Source: an optimization exercise on an open RTL-to-GDS flow (aim: small area and a short achievable clock period). Production flows keep margins and buffers that such runs may drop.
No run shown here included a check of the RTL's function; only the layout flow was run.
Power is estimated from default activity; no workload was simulated.

==> flow/design.v, too long to show whole: its modules and the start of the top module <==
// module mult_top: 1343 lines
// module mult_fa: 10 lines
// module mult_hai: 9 lines
// module mult_ha: 9 lines
module mult_top (
    input  logic               clk,
    input  logic               reset,
    input  logic               in_valid,
    input  mult_pkg::operand_t a,
    input  mult_pkg::operand_t b,
    output logic               out_valid,
    output mult_pkg::product_u product
);
  // ...
==> flow/flow/run.sh <==
#!/bin/bash
# Own layout flow: the standard layout (standard.sh, with its unchanged
# synthesis) plus a few extra ORFS make settings from flow/extra.txt, one
# VAR=value per line. Each step's full output goes to a log in this folder.
set -euo pipefail
EXTRA=()
while IFS= read -r l; do
  [[ -n "$l" && "$l" != \#* ]] && EXTRA+=("$l")
done < flow/extra.txt
# standard.sh passes its knobs on make's command line; ours go after them
sed 's#"${@:-finish}"#"${EXTRA[@]}" "${@:-finish}"#' standard.sh > own_standard.sh
( set -- synth; source ./own_standard.sh ) > synth.log 2>&1
( set -- finish; source ./own_standard.sh ) > layout.log 2>&1
test -f out/final.def
==> flow/flow/extra.txt <==
# port buffers: a plain buffer instead of the delay buffer buffer_ports picks
BUFFER_PORTS_ARGS=-buffer_cell sky130_fd_sc_hd__buf_2
==> flow/standard.sh <==
#!/bin/bash
# synth_recipe.tcl (not shown) runs the flow's synth.tcl, then flattens the netlist and writes it again
# the make line also repeats each setting of config.mk as NAME=value (left out here)
make -C /OpenROAD-flow-scripts/flow DESIGN_CONFIG=/design/flow/config.mk WORK_HOME=/design/flow/orfs CLKGATE_MAP_FILE= SYNTH_SCRIPT=/design/flow/synth_recipe.tcl "${@:-finish}"
==> flow/config.mk <==
export PLATFORM = sky130hd
export DESIGN_NAME = mult_top
export DESIGN_NICKNAME = mult_top
export VERILOG_FILES = /design/flow/design.v
export SDC_FILE = /design/flow/constraint.sdc
export NUM_CORES = 4
export LEC_CHECK = 0
export CAP_MARGIN = 20
export CORE_MARGIN = 2
export CORE_UTILIZATION = 40
export PLACE_DENSITY = 0.6
export SETUP_SLACK_MARGIN = 5
export SLEW_MARGIN = 20
export SYNTH_HIERARCHICAL = 1
==> flow/constraint.sdc <==
create_clock -name core_clock -period 8.0 [get_ports {clk}]
set_input_delay 1.6000 -clock core_clock [delete_from_list [all_inputs] [get_ports {clk}]]
set_output_delay 1.6000 -clock core_clock [all_outputs]
set_load 0.01 [all_outputs]
==> impl_metrics.yaml, run 1 <==
grt:
  antenna_found_initial: 1
  grtUsageMet1: 0.2840
  grtUsageMet2: 0.3015
layout:
  utilization: 0.4845
  reg.largest.list: "product x32, a_r x16, b_r x16"
  multi_input_area_share: 0.5927
  diodes: 0
  layout.cells.non_filler: 1395
  clk_share: 0.05127
logic_synthesis:
  yosysSeqAreaShare: 0.2803
  synth_common_cells: "nand2_1, fa_1, dfxtp_1, clkbuf_1, nor2_1"
  synth-compound-area-share: 0.07168
  ys_types: 48
  synthXorXnorAreaFrac: 0.01813
  synth_top_family_by_area: "adder cells"
  synthSimpleGateAreaFrac: 0.1399
detailed_routing:
  drc: 0
  wirelength_mm: 24.93
  wl_met1_mm: 11.52
  vias: 7070
pwr:
  powerSeq_w: 0.00103
  p_total_w: 0.004573
  clkPwrFrac: 0.186
  ir_drop_mv: 0.1990
  power_switching_w: 0.001997
  top_power_group: "combinational logic"
clock_network:
  cts-root-buf: "clkbuf_16"
  cts_setup_buffers: 61
critical_path:
  cp-startpoint: "a_r[3]$_DFF_P_"
  endpoint: "m1_16_2$_DFF_P_"
die:
  nWellTaps: 330
  die_width_um: 163.2
run_status:
  status: "finished clean"
worst_hold_path:
  worstHoldPathCells: 1
timing:
  finalSetupTns_ns: 0
  maxSlewHeadroom: 0.5449
  fin_ws_ns: 4.869
  skew_ns: 0.01266
  whs_ns: 0.4070
flow_run:
  maxCapViolations: 0
==> inputs of run 2 (changes only) <==
--- a/flow/design.v
+++ b/flow/design.v
@@ -15,17 +15,17 @@
     input  logic               reset,
     input  logic               in_valid,
     input  mult_pkg::operand_t a,
     input  mult_pkg::operand_t b,
     output logic               out_valid,
     output mult_pkg::product_u product
 );
     logic [15:0] a_r, b_r;
-    logic [2:1] v;
+    logic [3:1] v;
     logic [31:0] sum_w;
     logic pp_0_0;
     logic pp_0_1;
     logic pp_0_2;
     logic pp_0_3;
     logic pp_0_4;
     logic pp_0_5;
     logic pp_0_6;
@@ -723,95 +723,173 @@
     logic s443;
     logic c444;
     logic s445;
     logic c446;
     logic s447;
     logic c448;
     logic s449;
     logic c450;
+    logic m1_0_0;
+    logic m1_1_0;
+    logic m1_1_1;
+    logic m1_2_0;
+    logic m1_2_1;
+    logic m1_2_2;
+    logic m1_3_0;
+    logic m1_3_1;
+    logic m1_3_2;
+    logic m1_3_3;
+    logic m1_4_0;
+    logic m1_4_1;
+    logic m1_4_2;
+    logic m1_4_3;
+    logic m1_5_0;
+    logic m1_5_1;
+    logic m1_5_2;
+    logic m1_5_3;
+    logic m1_6_0;
+    logic m1_6_1;
+    logic m1_6_2;
+    logic m1_6_3;
+    logic m1_7_0;
+    logic m1_7_1;
+    logic m1_7_2;
+    logic m1_7_3;
+    logic m1_8_0;
+    logic m1_8_1;
+    logic m1_8_2;
+    logic m1_8_3;
     logic m1_9_0;
     logic m1_9_1;
     logic m1_9_2;
     logic m1_9_3;
     logic m1_10_0;
     logic m1_10_1;
     logic m1_10_2;
+    logic m1_10_3;
     logic m1_11_0;
     logic m1_11_1;
     logic m1_11_2;
+    logic m1_11_3;
     logic m1_12_0;
     logic m1_12_1;
     logic m1_12_2;
+    logic m1_12_3;
     logic m1_13_0;
     logic m1_13_1;
     logic m1_13_2;
+    logic m1_13_3;
     logic m1_14_0;
     logic m1_14_1;
     logic m1_14_2;
+    logic m1_14_3;
     logic m1_15_0;
     logic m1_15_1;
     logic m1_15_2;
+    logic m1_15_3;
     logic m1_16_0;
     logic m1_16_1;
     logic m1_16_2;
+    logic m1_16_3;
     logic m1_17_0;
     logic m1_17_1;
     logic m1_17_2;
+    logic m1_17_3;
     logic m1_18_0;
     logic m1_18_1;
     logic m1_18_2;
+    logic m1_18_3;
     logic m1_19_0;
     logic m1_19_1;
     logic m1_19_2;
+    logic m1_19_3;
     logic m1_20_0;
     logic m1_20_1;
     logic m1_20_2;
+    logic m1_20_3;
     logic m1_21_0;
     logic m1_21_1;
     logic m1_21_2;
+    logic m1_21_3;
     logic m1_22_0;
     logic m1_22_1;
     logic m1_22_2;
+    logic m1_22_3;
     logic m1_23_0;
     logic m1_23_1;
     logic m1_23_2;
+    logic m1_23_3;
     logic m1_24_0;
     logic m1_24_1;
     logic m1_24_2;
+    logic m1_24_3;
     logic m1_25_0;
     logic m1_25_1;
     logic m1_25_2;
+    logic m1_25_3;
     logic m1_26_0;
     logic m1_26_1;
     logic m1_26_2;
+    logic m1_26_3;
     logic m1_27_0;
     logic m1_27_1;
     logic m1_27_2;
+    logic m1_27_3;
     logic m1_28_0;
     logic m1_28_1;
     logic m1_28_2;
+    logic m1_28_3;
     logic m1_29_0;
     logic m1_29_1;
-    logic m1_29_2;
     logic m1_30_0;
-    logic [9:0] lo_w, lo_q;
-    logic [10:0] lo_t;
-    logic [23:0] hi_w;
+    logic m2_16_0;
+    logic m2_16_1;
+    logic m2_17_0;
+    logic m2_17_1;
+    logic m2_18_0;
+    logic m2_18_1;
+    logic m2_19_0;
+    logic m2_19_1;
+    logic m2_20_0;
+    logic m2_20_1;
+    logic m2_21_0;
+    logic m2_21_1;
+    logic m2_22_0;
+    logic m2_22_1;
+    logic m2_23_0;
+    logic m2_23_1;
+    logic m2_24_0;
+    logic m2_24_1;
+    logic m2_25_0;
+    logic m2_25_1;
+    logic m2_26_0;
+    logic m2_26_1;
+    logic m2_27_0;
+    logic m2_27_1;
+    logic m2_28_0;
+    logic m2_28_1;
+    logic m2_29_0;
+    logic m2_29_1;
+    logic m2_30_0;
+    logic m2_30_1;
+    logic [17:0] md_t;
+    logic [16:0] md_w, md_q;
+    logic [16:0] hi_w;
     always_ff @(posedge clk) begin
         a_r <= a;
         b_r <= b;
     end
     always_ff @(posedge clk) begin
         if (reset) begin
             v         <= '0;
             out_valid <= 1'b0;
         end else begin
-            v         <= {v[1:1], in_valid};
-            out_valid <= v[2];
+            v         <= {v[2:1], in_valid};
+            out_valid <= v[3];
         end
     end
     assign pp_0_0 = ~(a_r[0] & b_r[0]);
     assign pp_0_1 = ~(a_r[0] & b_r[1]);
     assign pp_0_2 = ~(a_r[0] & b_r[2]);
     assign pp_0_3 = ~(a_r[0] & b_r[3]);
     assign pp_0_4 = ~(a_r[0] & b_r[4]);
     assign pp_0_5 = ~(a_r[0] & b_r[5]);
@@ -1216,146 +1294,226 @@
     mult_fa u_s323 (.x(s233), .y(s235), .z(c230), .s(s323), .c(c324));
     mult_fa u_s325 (.x(pp_15_9), .y(c232), .z(c234), .s(s325), .c(c326));
     mult_fa u_s327 (.x(s237), .y(s239), .z(c236), .s(s327), .c(c328));
     mult_fa u_s329 (.x(pp_13_12), .y(pp_14_11), .z(pp_15_10), .s(s329), .c(c330));
     mult_fa u_s331 (.x(c238), .y(c240), .z(s241), .s(s331), .c(c332));
     mult_fa u_s333 (.x(pp_11_15), .y(pp_12_14), .z(pp_13_13), .s(s333), .c(c334));
     mult_fa u_s335 (.x(pp_14_12), .y(pp_15_11), .z(c242), .s(s335), .c(c336));
     mult_fa u_s337 (.x(pp_12_15), .y(pp_13_14), .z(pp_14_13), .s(s337), .c(c338));
-    mult_fa u_s341 (.x(pp_0_3), .y(pp_1_2), .z(1'b1), .s(s341), .c(c342));
-    mult_fa u_s343 (.x(pp_2_2), .y(pp_3_1), .z(pp_4_0), .s(s343), .c(c344));
-    mult_fa u_s345 (.x(pp_5_0), .y(c246), .z(s247), .s(s345), .c(c346));
-    mult_fa u_s347 (.x(c248), .y(c252), .z(s253), .s(s347), .c(c348));
-    mult_fa u_s349 (.x(c254), .y(s257), .z(c256), .s(s349), .c(c350));
-    mult_fa u_s351 (.x(c258), .y(s261), .z(c260), .s(s351), .c(c352));
-    mult_fa u_s353 (.x(c262), .y(s265), .z(c264), .s(s353), .c(c354));
-    mult_fa u_s355 (.x(c266), .y(s269), .z(c268), .s(s355), .c(c356));
-    mult_fa u_s357 (.x(c270), .y(s273), .z(c272), .s(s357), .c(c358));
-    mult_fa u_s359 (.x(c274), .y(c276), .z(s277), .s(s359), .c(c360));
-    mult_fa u_s361 (.x(c278), .y(c280), .z(s281), .s(s361), .c(c362));
-    mult_fa u_s363 (.x(c282), .y(s285), .z(c284), .s(s363), .c(c364));
-    mult_fa u_s365 (.x(c286), .y(s289), .z(c288), .s(s365), .c(c366));
-    mult_fa u_s367 (.x(c290), .y(s293), .z(c292), .s(s367), .c(c368));
-    mult_fa u_s369 (.x(c294), .y(s297), .z(c296), .s(s369), .c(c370));
-    mult_fa u_s371 (.x(s301), .y(c298), .z(c300), .s(s371), .c(c372));
-    mult_fa u_s373 (.x(c302), .y(s305), .z(c304), .s(s373), .c(c374));
-    mult_fa u_s375 (.x(c306), .y(s309), .z(s311), .s(s375), .c(c376));
-    mult_fa u_s377 (.x(s313), .y(c310), .z(s315), .s(s377), .c(c378));
-    mult_fa u_s379 (.x(s317), .y(c314), .z(c316), .s(s379), .c(c380));
-    mult_fa u_s381 (.x(s321), .y(c318), .z(c320), .s(s381), .c(c382));
-    mult_fa u_s383 (.x(c322), .y(s325), .z(s327), .s(s383), .c(c384));
-    mult_fa u_s385 (.x(s329), .y(c326), .z(s331), .s(s385), .c(c386));
-    mult_fa u_s387 (.x(c330), .y(s333), .z(s335), .s(s387), .c(c388));
-    mult_fa u_s389 (.x(pp_15_12), .y(c334), .z(s337), .s(s389), .c(c390));
-    mult_fa u_s391 (.x(pp_13_15), .y(pp_14_14), .z(pp_15_13), .s(s391), .c(c392));
-    mult_fa u_s395 (.x(pp_0_2), .y(pp_1_1), .z(1'b1), .s(s395), .c(c396));
-    mult_fa u_s397 (.x(pp_2_1), .y(pp_3_0), .z(s341), .s(s397), .c(c398));
-    mult_fa u_s399 (.x(c342), .y(s245), .z(s343), .s(s399), .c(c400));
-    mult_fa u_s401 (.x(c344), .y(s251), .z(s345), .s(s401), .c(c402));
-    mult_fa u_s403 (.x(c346), .y(s255), .z(s347), .s(s403), .c(c404));
-    mult_fa u_s405 (.x(c348), .y(s259), .z(s349), .s(s405), .c(c406));
-    mult_fa u_s407 (.x(s263), .y(c350), .z(s351), .s(s407), .c(c408));
-    assign lo_t = {1'b0, c406, c404, c402, c400, c398, c396, pp_2_0, pp_0_1, pp_0_0, 1'b1} + {1'b0, s407, s405, s403, s401, s399, s397, s395, pp_1_0, 1'b1, 1'b1};
-    assign lo_w = lo_t[10:1];
-    mult_fa u_s409 (.x(m1_9_0), .y(m1_9_1), .z(m1_9_2), .s(s409), .c(c410));
-    mult_fa u_s411 (.x(m1_10_0), .y(m1_10_1), .z(m1_10_2), .s(s411), .c(c412));
-    mult_fa u_s413 (.x(m1_11_0), .y(m1_11_1), .z(m1_11_2), .s(s413), .c(c414));
-    mult_fa u_s415 (.x(m1_12_0), .y(m1_12_1), .z(m1_12_2), .s(s415), .c(c416));
-    mult_fa u_s417 (.x(m1_13_0), .y(m1_13_1), .z(m1_13_2), .s(s417), .c(c418));
-    mult_fa u_s419 (.x(m1_14_0), .y(m1_14_1), .z(m1_14_2), .s(s419), .c(c420));
-    mult_fa u_s421 (.x(m1_15_0), .y(m1_15_1), .z(m1_15_2), .s(s421), .c(c422));
-    mult_fa u_s423 (.x(m1_16_0), .y(m1_16_1), .z(m1_16_2), .s(s423), .c(c424));
-    mult_fa u_s425 (.x(m1_17_0), .y(m1_17_1), .z(m1_17_2), .s(s425), .c(c426));
-    mult_fa u_s427 (.x(m1_18_0), .y(m1_18_1), .z(m1_18_2), .s(s427), .c(c428));
-    mult_fa u_s429 (.x(m1_19_0), .y(m1_19_1), .z(m1_19_2), .s(s429), .c(c430));
-    mult_fa u_s431 (.x(m1_20_0), .y(m1_20_1), .z(m1_20_2), .s(s431), .c(c432));
-    mult_fa u_s433 (.x(m1_21_0), .y(m1_21_1), .z(m1_21_2), .s(s433), .c(c434));
-    mult_fa u_s435 (.x(m1_22_0), .y(m1_22_1), .z(m1_22_2), .s(s435), .c(c436));
-    mult_fa u_s437 (.x(m1_23_0), .y(m1_23_1), .z(m1_23_2), .s(s437), .c(c438));
-    mult_fa u_s439 (.x(m1_24_0), .y(m1_24_1), .z(m1_24_2), .s(s439), .c(c440));
-    mult_fa u_s441 (.x(m1_25_0), .y(m1_25_1), .z(m1_25_2), .s(s441), .c(c442));
-    mult_fa u_s443 (.x(m1_26_0), .y(m1_26_1), .z(m1_26_2), .s(s443), .c(c444));
-    mult_fa u_s445 (.x(m1_27_0), .y(m1_27_1), .z(m1_27_2), .s(s445), .c(c446));
-    mult_fa u_s447 (.x(m1_28_0), .y(m1_28_1), .z(m1_28_2), .s(s447), .c(c448));
-    mult_fa u_s449 (.x(m1_29_0), .y(m1_29_1), .z(m1_29_2), .s(s449), .c(c450));
-    assign hi_w = {1'b1, m1_30_0, c448, c446, c444, c442, c440, c438, c436, c434, c432, c430, c428, c426, c424, c422, c420, c418, c416, c414, c412, c410, m1_9_3, lo_q[9]} + {1'b1, c450, s449, s447, s445, s443, s441, s439, s437, s435, s433, s431, s429, s427, s425, s423, s421, s419, s417, s415, s413, s411, s409, lo_q[9]};
-    assign sum_w[8:0] = ~lo_q[8:0];
-    assign sum_w[31:9] = ~hi_w[23:1];
+    mult_fa u_s341 (.x(m1_3_0), .y(m1_3_1), .z(1'b1), .s(s341), .c(c342));
+    mult_fa u_s343 (.x(m1_4_0), .y(m1_4_1), .z(m1_4_2), .s(s343), .c(c344));
+    mult_fa u_s345 (.x(m1_5_0), .y(m1_5_1), .z(m1_5_2), .s(s345), .c(c346));
+    mult_fa u_s347 (.x(m1_6_0), .y(m1_6_1), .z(m1_6_2), .s(s347), .c(c348));
+    mult_fa u_s349 (.x(m1_7_0), .y(m1_7_1), .z(m1_7_2), .s(s349), .c(c350));
+    mult_fa u_s351 (.x(m1_8_0), .y(m1_8_1), .z(m1_8_2), .s(s351), .c(c352));
+    mult_fa u_s353 (.x(m1_9_0), .y(m1_9_1), .z(m1_9_2), .s(s353), .c(c354));
+    mult_fa u_s355 (.x(m1_10_0), .y(m1_10_1), .z(m1_10_2), .s(s355), .c(c356));
+    mult_fa u_s357 (.x(m1_11_0), .y(m1_11_1), .z(m1_11_2), .s(s357), .c(c358));
+    mult_fa u_s359 (.x(m1_12_0), .y(m1_12_1), .z(m1_12_2), .s(s359), .c(c360));
+    mult_fa u_s361 (.x(m1_13_0), .y(m1_13_1), .z(m1_13_2), .s(s361), .c(c362));
+    mult_fa u_s363 (.x(m1_14_0), .y(m1_14_1), .z(m1_14_2), .s(s363), .c(c364));
+    mult_fa u_s365 (.x(m1_15_0), .y(m1_15_1), .z(m1_15_2), .s(s365), .c(c366));
+    mult_fa u_s367 (.x(m1_16_0), .y(m1_16_1), .z(m1_16_2), .s(s367), .c(c368));
+    mult_fa u_s369 (.x(m1_17_0), .y(m1_17_1), .z(m1_17_2), .s(s369), .c(c370));
+    mult_fa u_s371 (.x(m1_18_0), .y(m1_18_1), .z(m1_18_2), .s(s371), .c(c372));
+    mult_fa u_s373 (.x(m1_19_0), .y(m1_19_1), .z(m1_19_2), .s(s373), .c(c374));
+    mult_fa u_s375 (.x(m1_20_0), .y(m1_20_1), .z(m1_20_2), .s(s375), .c(c376));
+    mult_fa u_s377 (.x(m1_21_0), .y(m1_21_1), .z(m1_21_2), .s(s377), .c(c378));
+    mult_fa u_s379 (.x(m1_22_0), .y(m1_22_1), .z(m1_22_2), .s(s379), .c(c380));
+    mult_fa u_s381 (.x(m1_23_0), .y(m1_23_1), .z(m1_23_2), .s(s381), .c(c382));
+    mult_fa u_s383 (.x(m1_24_0), .y(m1_24_1), .z(m1_24_2), .s(s383), .c(c384));
+    mult_fa u_s385 (.x(m1_25_0), .y(m1_25_1), .z(m1_25_2), .s(s385), .c(c386));
+    mult_fa u_s387 (.x(m1_26_0), .y(m1_26_1), .z(m1_26_2), .s(s387), .c(c388));
+    mult_fa u_s389 (.x(m1_27_0), .y(m1_27_1), .z(m1_27_2), .s(s389), .c(c390));
+    mult_fa u_s391 (.x(m1_28_0), .y(m1_28_1), .z(m1_28_2), .s(s391), .c(c392));
+    mult_fa u_s395 (.x(m1_2_0), .y(m1_2_1), .z(1'b1), .s(s395), .c(c396));
+    mult_fa u_s397 (.x(m1_3_2), .y(m1_3_3), .z(s341), .s(s397), .c(c398));
+    mult_fa u_s399 (.x(m1_4_3), .y(c342), .z(s343), .s(s399), .c(c400));
+    mult_fa u_s401 (.x(m1_5_3), .y(c344), .z(s345), .s(s401), .c(c402));
+    mult_fa u_s403 (.x(m1_6_3), .y(c346), .z(s347), .s(s403), .c(c404));
+    mult_fa u_s405 (.x(m1_7_3), .y(c348), .z(s349), .s(s405), .c(c406));
+    mult_fa u_s407 (.x(m1_8_3), .y(c350), .z(s351), .s(s407), .c(c408));
+    mult_fa u_s409 (.x(m1_9_3), .y(c352), .z(s353), .s(s409), .c(c410));
+    mult_fa u_s411 (.x(m1_10_3), .y(c354), .z(s355), .s(s411), .c(c412));
+    mult_fa u_s413 (.x(m1_11_3), .y(c356), .z(s357), .s(s413), .c(c414));
+    mult_fa u_s415 (.x(m1_12_3), .y(c358), .z(s359), .s(s415), .c(c416));
+    mult_fa u_s417 (.x(m1_13_3), .y(c360), .z(s361), .s(s417), .c(c418));
+    mult_fa u_s419 (.x(m1_14_3), .y(c362), .z(s363), .s(s419), .c(c420));
+    mult_fa u_s421 (.x(m1_15_3), .y(c364), .z(s365), .s(s421), .c(c422));
+    mult_fa u_s423 (.x(m1_16_3), .y(c366), .z(s367), .s(s423), .c(c424));
+    mult_fa u_s425 (.x(m1_17_3), .y(c368), .z(s369), .s(s425), .c(c426));
+    mult_fa u_s427 (.x(m1_18_3), .y(c370), .z(s371), .s(s427), .c(c428));
+    mult_fa u_s429 (.x(m1_19_3), .y(c372), .z(s373), .s(s429), .c(c430));
+    mult_fa u_s431 (.x(m1_20_3), .y(c374), .z(s375), .s(s431), .c(c432));
+    mult_fa u_s433 (.x(m1_21_3), .y(c376), .z(s377), .s(s433), .c(c434));
+    mult_fa u_s435 (.x(m1_22_3), .y(c378), .z(s379), .s(s435), .c(c436));
+    mult_fa u_s437 (.x(m1_23_3), .y(c380), .z(s381), .s(s437), .c(c438));
+    mult_fa u_s439 (.x(m1_24_3), .y(c382), .z(s383), .s(s439), .c(c440));
+    mult_fa u_s441 (.x(m1_25_3), .y(c384), .z(s385), .s(s441), .c(c442));
+    mult_fa u_s443 (.x(m1_26_3), .y(c386), .z(s387), .s(s443), .c(c444));
+    mult_fa u_s445 (.x(m1_27_3), .y(c388), .z(s389), .s(s445), .c(c446));
+    mult_fa u_s447 (.x(m1_28_3), .y(c390), .z(s391), .s(s447), .c(c448));
+    mult_fa u_s449 (.x(m1_29_0), .y(m1_29_1), .z(c392), .s(s449), .c(c450));
+    assign md_t = {1'b0, c420, c418, c416, c414, c412, c410, c408, c406, c404, c402, c400, c398, c396, m1_2_2, m1_1_0, m1_0_0, 1'b1} + {1'b0, s421, s419, s417, s415, s413, s411, s409, s407, s405, s403, s401, s399, s397, s395, m1_1_1, 1'b1, 1'b1};
+    assign md_w = md_t[17:1];
+    assign hi_w = {1'b1, m2_30_0, m2_29_0, m2_28_0, m2_27_0, m2_26_0, m2_25_0, m2_24_0, m2_23_0, m2_22_0, m2_21_0, m2_20_0, m2_19_0, m2_18_0, m2_17_0, m2_16_0, md_q[16]} + {1'b1, m2_30_1, m2_29_1, m2_28_1, m2_27_1, m2_26_1, m2_25_1, m2_24_1, m2_23_1, m2_22_1, m2_21_1, m2_20_1, m2_19_1, m2_18_1, m2_17_1, m2_16_1, md_q[16]};
+    assign sum_w[15:0] = ~md_q[15:0];
+    assign sum_w[31:16] = ~hi_w[16:1];
     always_ff @(posedge clk) begin
-        lo_q <= lo_w;
-        m1_9_0 <= s267;
-        m1_9_1 <= c352;
-        m1_9_2 <= s353;
-        m1_9_3 <= c408;
-        m1_10_0 <= c354;
-        m1_10_1 <= s271;
-        m1_10_2 <= s355;
-        m1_11_0 <= s275;
-        m1_11_1 <= c356;
-        m1_11_2 <= s357;
-        m1_12_0 <= s279;
-        m1_12_1 <= c358;
-        m1_12_2 <= s359;
-        m1_13_0 <= s283;
-        m1_13_1 <= c360;
-        m1_13_2 <= s361;
-        m1_14_0 <= s287;
-        m1_14_1 <= c362;
-        m1_14_2 <= s363;
-        m1_15_0 <= s291;
-        m1_15_1 <= c364;
-        m1_15_2 <= s365;
-        m1_16_0 <= s295;
-        m1_16_1 <= c366;
-        m1_16_2 <= s367;
-        m1_17_0 <= s299;
-        m1_17_1 <= c368;
-        m1_17_2 <= s369;
-        m1_18_0 <= s303;
-        m1_18_1 <= c370;
-        m1_18_2 <= s371;
-        m1_19_0 <= s307;
-        m1_19_1 <= c372;
-        m1_19_2 <= s373;
-        m1_20_0 <= c308;
-        m1_20_1 <= s375;
-        m1_20_2 <= c374;
-        m1_21_0 <= c312;
-        m1_21_1 <= s377;
-        m1_21_2 <= c376;
-        m1_22_0 <= s319;
-        m1_22_1 <= s379;
-        m1_22_2 <= c378;
-        m1_23_0 <= s323;
-        m1_23_1 <= c380;
-        m1_23_2 <= s381;
-        m1_24_0 <= c324;
-        m1_24_1 <= s383;
-        m1_24_2 <= c382;
-        m1_25_0 <= c328;
-        m1_25_1 <= s385;
-        m1_25_2 <= c384;
-        m1_26_0 <= c332;
-        m1_26_1 <= s387;
-        m1_26_2 <= c386;
-        m1_27_0 <= c336;
-        m1_27_1 <= s389;
-        m1_27_2 <= c388;
-        m1_28_0 <= c338;
-        m1_28_1 <= s391;
-        m1_28_2 <= c390;
+        m1_0_0 <= pp_0_0;
+        m1_1_0 <= pp_0_1;
+        m1_1_1 <= pp_1_0;
+        m1_2_0 <= pp_0_2;
+        m1_2_1 <= pp_1_1;
+        m1_2_2 <= pp_2_0;
+        m1_3_0 <= pp_0_3;
+        m1_3_1 <= pp_1_2;
+        m1_3_2 <= pp_2_1;
+        m1_3_3 <= pp_3_0;
+        m1_4_0 <= pp_2_2;
+        m1_4_1 <= pp_3_1;
+        m1_4_2 <= pp_4_0;
+        m1_4_3 <= s245;
+        m1_5_0 <= pp_5_0;
+        m1_5_1 <= c246;
+        m1_5_2 <= s247;
+        m1_5_3 <= s251;
+        m1_6_0 <= c248;
+        m1_6_1 <= c252;
+        m1_6_2 <= s253;
+        m1_6_3 <= s255;
+        m1_7_0 <= c254;
+        m1_7_1 <= s257;
+        m1_7_2 <= c256;
+        m1_7_3 <= s259;
+        m1_8_0 <= c258;
+        m1_8_1 <= s261;
+        m1_8_2 <= c260;
+        m1_8_3 <= s263;
+        m1_9_0 <= c262;
+        m1_9_1 <= s265;
+        m1_9_2 <= c264;
+        m1_9_3 <= s267;
+        m1_10_0 <= c266;
+        m1_10_1 <= s269;
+        m1_10_2 <= c268;
+        m1_10_3 <= s271;
+        m1_11_0 <= c270;
+        m1_11_1 <= s273;
+        m1_11_2 <= c272;
+        m1_11_3 <= s275;
+        m1_12_0 <= c274;
+        m1_12_1 <= c276;
+        m1_12_2 <= s277;
+        m1_12_3 <= s279;
+        m1_13_0 <= c278;
+        m1_13_1 <= c280;
+        m1_13_2 <= s281;
+        m1_13_3 <= s283;
+        m1_14_0 <= c282;
+        m1_14_1 <= s285;
+        m1_14_2 <= c284;
+        m1_14_3 <= s287;
+        m1_15_0 <= c286;
+        m1_15_1 <= s289;
+        m1_15_2 <= c288;
+        m1_15_3 <= s291;
+        m1_16_0 <= c290;
+        m1_16_1 <= s293;
+        m1_16_2 <= c292;
+        m1_16_3 <= s295;
+        m1_17_0 <= c294;
+        m1_17_1 <= s297;
+        m1_17_2 <= c296;
+        m1_17_3 <= s299;
+        m1_18_0 <= s301;
+        m1_18_1 <= c298;
+        m1_18_2 <= c300;
+        m1_18_3 <= s303;
+        m1_19_0 <= c302;
+        m1_19_1 <= s305;
+        m1_19_2 <= c304;
+        m1_19_3 <= s307;
+        m1_20_0 <= c306;
+        m1_20_1 <= s309;
+        m1_20_2 <= s311;
+        m1_20_3 <= c308;
+        m1_21_0 <= s313;
+        m1_21_1 <= c310;
+        m1_21_2 <= s315;
+        m1_21_3 <= c312;
+        m1_22_0 <= s317;
+        m1_22_1 <= c314;
+        m1_22_2 <= c316;
+        m1_22_3 <= s319;
+        m1_23_0 <= s321;
+        m1_23_1 <= c318;
+        m1_23_2 <= c320;
+        m1_23_3 <= s323;
+        m1_24_0 <= c322;
+        m1_24_1 <= s325;
+        m1_24_2 <= s327;
+        m1_24_3 <= c324;
+        m1_25_0 <= s329;
+        m1_25_1 <= c326;
+        m1_25_2 <= s331;
+        m1_25_3 <= c328;
+        m1_26_0 <= c330;
+        m1_26_1 <= s333;
+        m1_26_2 <= s335;
+        m1_26_3 <= c332;
+        m1_27_0 <= pp_15_12;
+        m1_27_1 <= c334;
+        m1_27_2 <= s337;
+        m1_27_3 <= c336;
+        m1_28_0 <= pp_13_15;
+        m1_28_1 <= pp_14_14;
+        m1_28_2 <= pp_15_13;
+        m1_28_3 <= c338;
         m1_29_0 <= pp_14_15;
         m1_29_1 <= pp_15_14;
-        m1_29_2 <= c392;
         m1_30_0 <= pp_15_15;
     end
     always_ff @(posedge clk) begin
+        md_q <= md_w;
+        m2_16_0 <= c422;
+        m2_16_1 <= s423;
+        m2_17_0 <= c424;
+        m2_17_1 <= s425;
+        m2_18_0 <= c426;
+        m2_18_1 <= s427;
+        m2_19_0 <= c428;
+        m2_19_1 <= s429;
+        m2_20_0 <= c430;
+        m2_20_1 <= s431;
+        m2_21_0 <= c432;
+        m2_21_1 <= s433;
+        m2_22_0 <= c434;
+        m2_22_1 <= s435;
+        m2_23_0 <= c436;
+        m2_23_1 <= s437;
+        m2_24_0 <= c438;
+        m2_24_1 <= s439;
+        m2_25_0 <= c440;
+        m2_25_1 <= s441;
+        m2_26_0 <= c442;
+        m2_26_1 <= s443;
+        m2_27_0 <= c444;
+        m2_27_1 <= s445;
+        m2_28_0 <= c446;
+        m2_28_1 <= s447;
+        m2_29_0 <= s449;
+        m2_29_1 <= c448;
+        m2_30_0 <= m1_30_0;
+        m2_30_1 <= c450;
+    end
+    always_ff @(posedge clk) begin
         if (reset)         product <= '0;
-        else if (v[2]) product <= sum_w;
+        else if (v[3]) product <= sum_w;
     end
 endmodule
 module mult_fa (
     input  logic x,
     input  logic y,
     input  logic z,
     output logic s,
     output logic c
==> flow/flow/extra.txt (replaced) <==
# port buffers: a plain buffer instead of the delay buffer buffer_ports picks
BUFFER_PORTS_ARGS=-buffer_cell sky130_fd_sc_hd__buf_2
SETUP_SLACK_MARGIN=5.45
==> flow/config.mk (replaced) <==
export PLATFORM = sky130hd
export DESIGN_NAME = mult_top
export DESIGN_NICKNAME = mult_top
export VERILOG_FILES = /design/flow/design.v
export SDC_FILE = /design/flow/constraint.sdc
export NUM_CORES = 4
export LEC_CHECK = 0
export CAP_MARGIN = 20
export CORE_MARGIN = 2
export CORE_UTILIZATION = 40
export PLACE_DENSITY = 0.6
export SLEW_MARGIN = 20
export SYNTH_HIERARCHICAL = 1
==> impl_metrics.yaml, run 2 <==
run_status:
  status: "finished clean"
logic_synthesis:
  synthCells: 1072
  synthSimpleGateAreaFrac: 0.1248
  postSynthAreaPerCell_um2: 11.23
  synth_most_common_cell: "nand2_1"
  yosysTopAreaCell: "dfxtp_1"
  ys_types: 55
  ys_warn_count: 7
  syn_area_um2: 12040
  synthXorXnorAreaFrac: 0.01091
  synth_top_family_by_area: "adder cells"
  yosysSeqAreaShare: 0.3790
  synth_common_cells: "nand2_1, dfxtp_1, fa_1, clkbuf_1, nor2_1"
  synth_area_leaders: "dfxtp_1, fa_1, nand2_1"
  synth-compound-area-share: 0.07075
  synthAdderAreaFrac: 0.3836
  synth-edff-count: 0
  synth_mux_area_frac: 0.002494
  yosysTopAreaCellShare: 0.3790
  synth_seq_cells: 228
  synthFlopType: "dfxtp_1"
  ys_async_sr_fraction: 0
critical_path:
  r2r_setup_slack_ns: 5.35
  critPathLaunchType: "register"
  r2r_end: "md_q[15]$_DFF_P_"
  r2r_start: "m1_8_0$_DFF_P_"
  cp.arrival_ns: 3.05
  crit_required_ns: 8.39
  worstPathMaxFanout: 6
  r2r_cells: 8
  worst_setup_path_end_kind: "register"
  critical_path_class: "register to register"
layout:
  final_nets: 1429
  diodes: 0
  largest_reg_flops: 32
  final_common_cell: "nand2_1"
  reg.largest.list: "product x32, md_q x17"
  utilization: 0.4897
  area_growth_pct: 20.51
  postLayoutCellArea_um2: 14510
  fillers: 2674
  drive_gt1_frac: 0.2485
  final_cell_mix: "nand2_1, fa_1, dfxtp_1"
  largest-register: "product"
  layout.cells.non_filler: 1557
die:
  dieArea_um2: 31510
  chipHeight_um: 177.5
  std_cell_rows: 63
  coreArea_um2: 29640
  pin_count: 68
  die_width_um: 177.5
  start_util: 0.4063
timing:
  tightest_slew_ns: 0.6232
  hold_violations: 0
  skew_ns: 0.01747
  rsz0062_at_grt: "true"
  finalSetupTns_ns: 0
  fin_ws_ns: 5.347
  fmax_ghz: 0.3769
  maxSlewHeadroom: 0.5801
  maxSlewViolCount: 0
  period_share: 0.3316
  finalSetupViolCount: 0
  layout_min_cycle_time_ns: 2.653
worst_hold_path:
  worstHoldPathCells: 0
  worstHoldStart: "m1_30_0$_DFF_P_"
  worstHoldEndpoint: "m2_30_0$_DFF_P_"
  hold_path_class: "register to register"
detailed_routing:
  drc: 0
  drt_iter0_markers: 443
  ant_nets: 0
  drtPass1Iterations: 5
  vias: 7800
  vias_per_cell: 5.010
  wirelength_mm: 27.90
  routedWlPerCell_um: 17.92
grt:
  grt_usage: 0.1841
  antenna_found_initial: 0
  grt_pass1_vias: 8502
  grt_max_degree: 67
  grt.overflow.total: 0
  grt_pass1_wl_mm: 45.28
clock_network:
  cts.sinks: 228
  clock_path_buffers: 3
  cts_buffers: 25
  tritoncts: "yes"
  htreeDepth: 1
  path_clk_slew_ns: 0.06
  cts-root-buf: "clkbuf_16"
  ctsHoldBuffers: 0
  clk_latency_ns: 0.53
place:
  place_inst: 1466
  portBuffers: 67
  gp_congestion: 0.8228
  dpl_worst_slack_ns: 4.930
  place_area_um2: 12730
  dp_hpwl_mm: 19.93
pwr:
  clkPwrFrac: 0.213
  switching_share: 0.3739
  ir_drop_mv: 0.2497
  pwr-share-comb: 0.497
  p_leak_nw: 5.528
  powerDensity_nw_per_um2: 380.1
  p_seq_frac: 0.290
  power_switching_w: 0.002063
  power.internal_w: 0.003454
flow_run:
  maxCapViolations: 0
## run 2: changes by cell type after synthesis, moves of 5 or more
cell      delta
xor2_1       -5
dfxtp_1     +86
a311oi_1     +5
nor2_1      +17
clkbuf_1     +8
o21a_1       +6
## run 2: metrics by stage
stage,hold slack (ns),total power [W]
2_1_floorplan,0.3096,0.003406
3_3_place_gp,0.3134,0.004010
3_5_place_dp,0.3171,0.004057
4_1_cts,0.3280,0.005507
5_1_grt,0.3310,0.005942
6_report,0.3249,0.005517
## run 2: power groups by stage
stage	combinational [W]	sequential, W	clock [W]
after global routing	0.00305	0.00163	0.00126
after detailed placement	0.00242	0.00164	0
final	0.00274	0.00160	0.00117
after floorplan	0.00185	0.00156	0
after global placement	0.00238	0.00163	0
after CTS	0.00269	0.00160	0.00121
## run 2: cell type report
class                      instances  area, µm²  share of cell area
sequential                       228       4697              0.3236
clock inverter                    11      162.7             0.01121
clock buffer                      31      678.2             0.04673
inverter                          12      45.04            0.003104
tap                              390      488.0             0.03362
multi-input combinational        768       7508              0.5174
timing repair buffer             117      933.4             0.06432
## run 2: logic make-up (layout without fill, tap and decap cells)
| logic type | Yosys count | in the layout |
|---|---|---|
| multiplexers | 3 | 3 |
| XOR/XNOR | 15 | 15 |
| buffers and inverters | 90 | 171 |
| adder cells (fa/ha/maj) | 242 | 242 |
| flip-flops | 228 | 228 |
| AO/OA/AOI/OAI | 122 | 122 |
| other | 1 | 15 |
| AND/OR/NAND/NOR | 371 | 371 |
## run 2: how the worst max path moves through the flow
| stage | start | endpoint | slack, ns | cells after the start |
|---|---|---|---|---|
| CTS | m1_3_1$_DFF_P_ | md_q[16]$_DFF_P_ | 5.37 | 8 |
| global route | m1_3_1$_DFF_P_ | md_q[14]$_DFF_P_ | 5.28 | 7 |
| finish | m1_8_0$_DFF_P_ | md_q[15]$_DFF_P_ | 5.35 | 8 |
| detailed placement | reset | product[29]$_SDFFE_PP0P_ | 4.93 | 5 |
| floorplan | b_r[15]$_DFF_P_ | m1_15_3$_DFF_P_ | 5.41 | 7 |
| global placement | reset | product[29]$_SDFFE_PP0P_ | 5.01 | 5 |
## run 2: critical path, cell delays in order (launching register included)
cell and delay [ns]:
dfxtp_2 0.32, fa_2 0.57, fa_1 0.46, ha_4 0.28, and2_4 0.17, and4_4 0.19
a31o_2 0.21, a221oi_2 0.22, nand2_1 0.12
## run 2: repair_timing
action                                  4_1_cts  5_1_grt
resized for setup                           144       30
pin swaps                                    18       15
endpoints found under the setup margin       89       56
setup buffers                                35       14
## run 2: Yosys stat by module, one instance, submodules excluded
module,cell area [µm²],flip-flops and latches
mult_fa,20.02,0
mult_top,7839,228
## run 2: metal layers
layer  global-route usage  part of all wire  up-vias
met5                    0                 0        -
met4              0.04781             0.021        0
met3              0.04349             0.074       46
met2               0.2904              0.45      278
met1               0.2557              0.45     3908
li1                     -                 -     3568

-- what the ideal ports hide --
The results above use ideal ports. As a check the final layouts listed here were re-extracted and re-timed, cells and wires unchanged.
Step 1 sets driving cells, clkbuf_16 on the clock port and buf_2 on the other inputs (assumed; they add their load-dependent delay and slew).
Step 2 moves the port delays by t, midway between the first and last clock arrival at a register: inputs arrive t later, outputs are due t later. That takes back most of the time a late clock gives input paths.
a / b / c = ideal ports / drivers / drivers and shift; a / b = the first two.
| run | shift t [ns] | slack for setup (ns) | latest minus earliest clock arrival (ns) | worst register clock-pin slew, ns | worst data-port slew with drivers (ns) |
|---|---|---|---|---|---|
| run 1 | 0.461 | 4.869 / 4.869 / 4.786 | 0.012 / 0.013 | 0.07 / 0.07 | 0.04 |
| run 2 | 0.567 | 5.347 / 5.347 / 5.154 | 0.019 / 0.019 | 0.06 / 0.06 | 0.03 |
After both steps setup and hold are still met in every run listed. For run 2, which loses most, drivers alone change the setup slack by 0.000 ns; drivers and shift together by -0.193 ns.
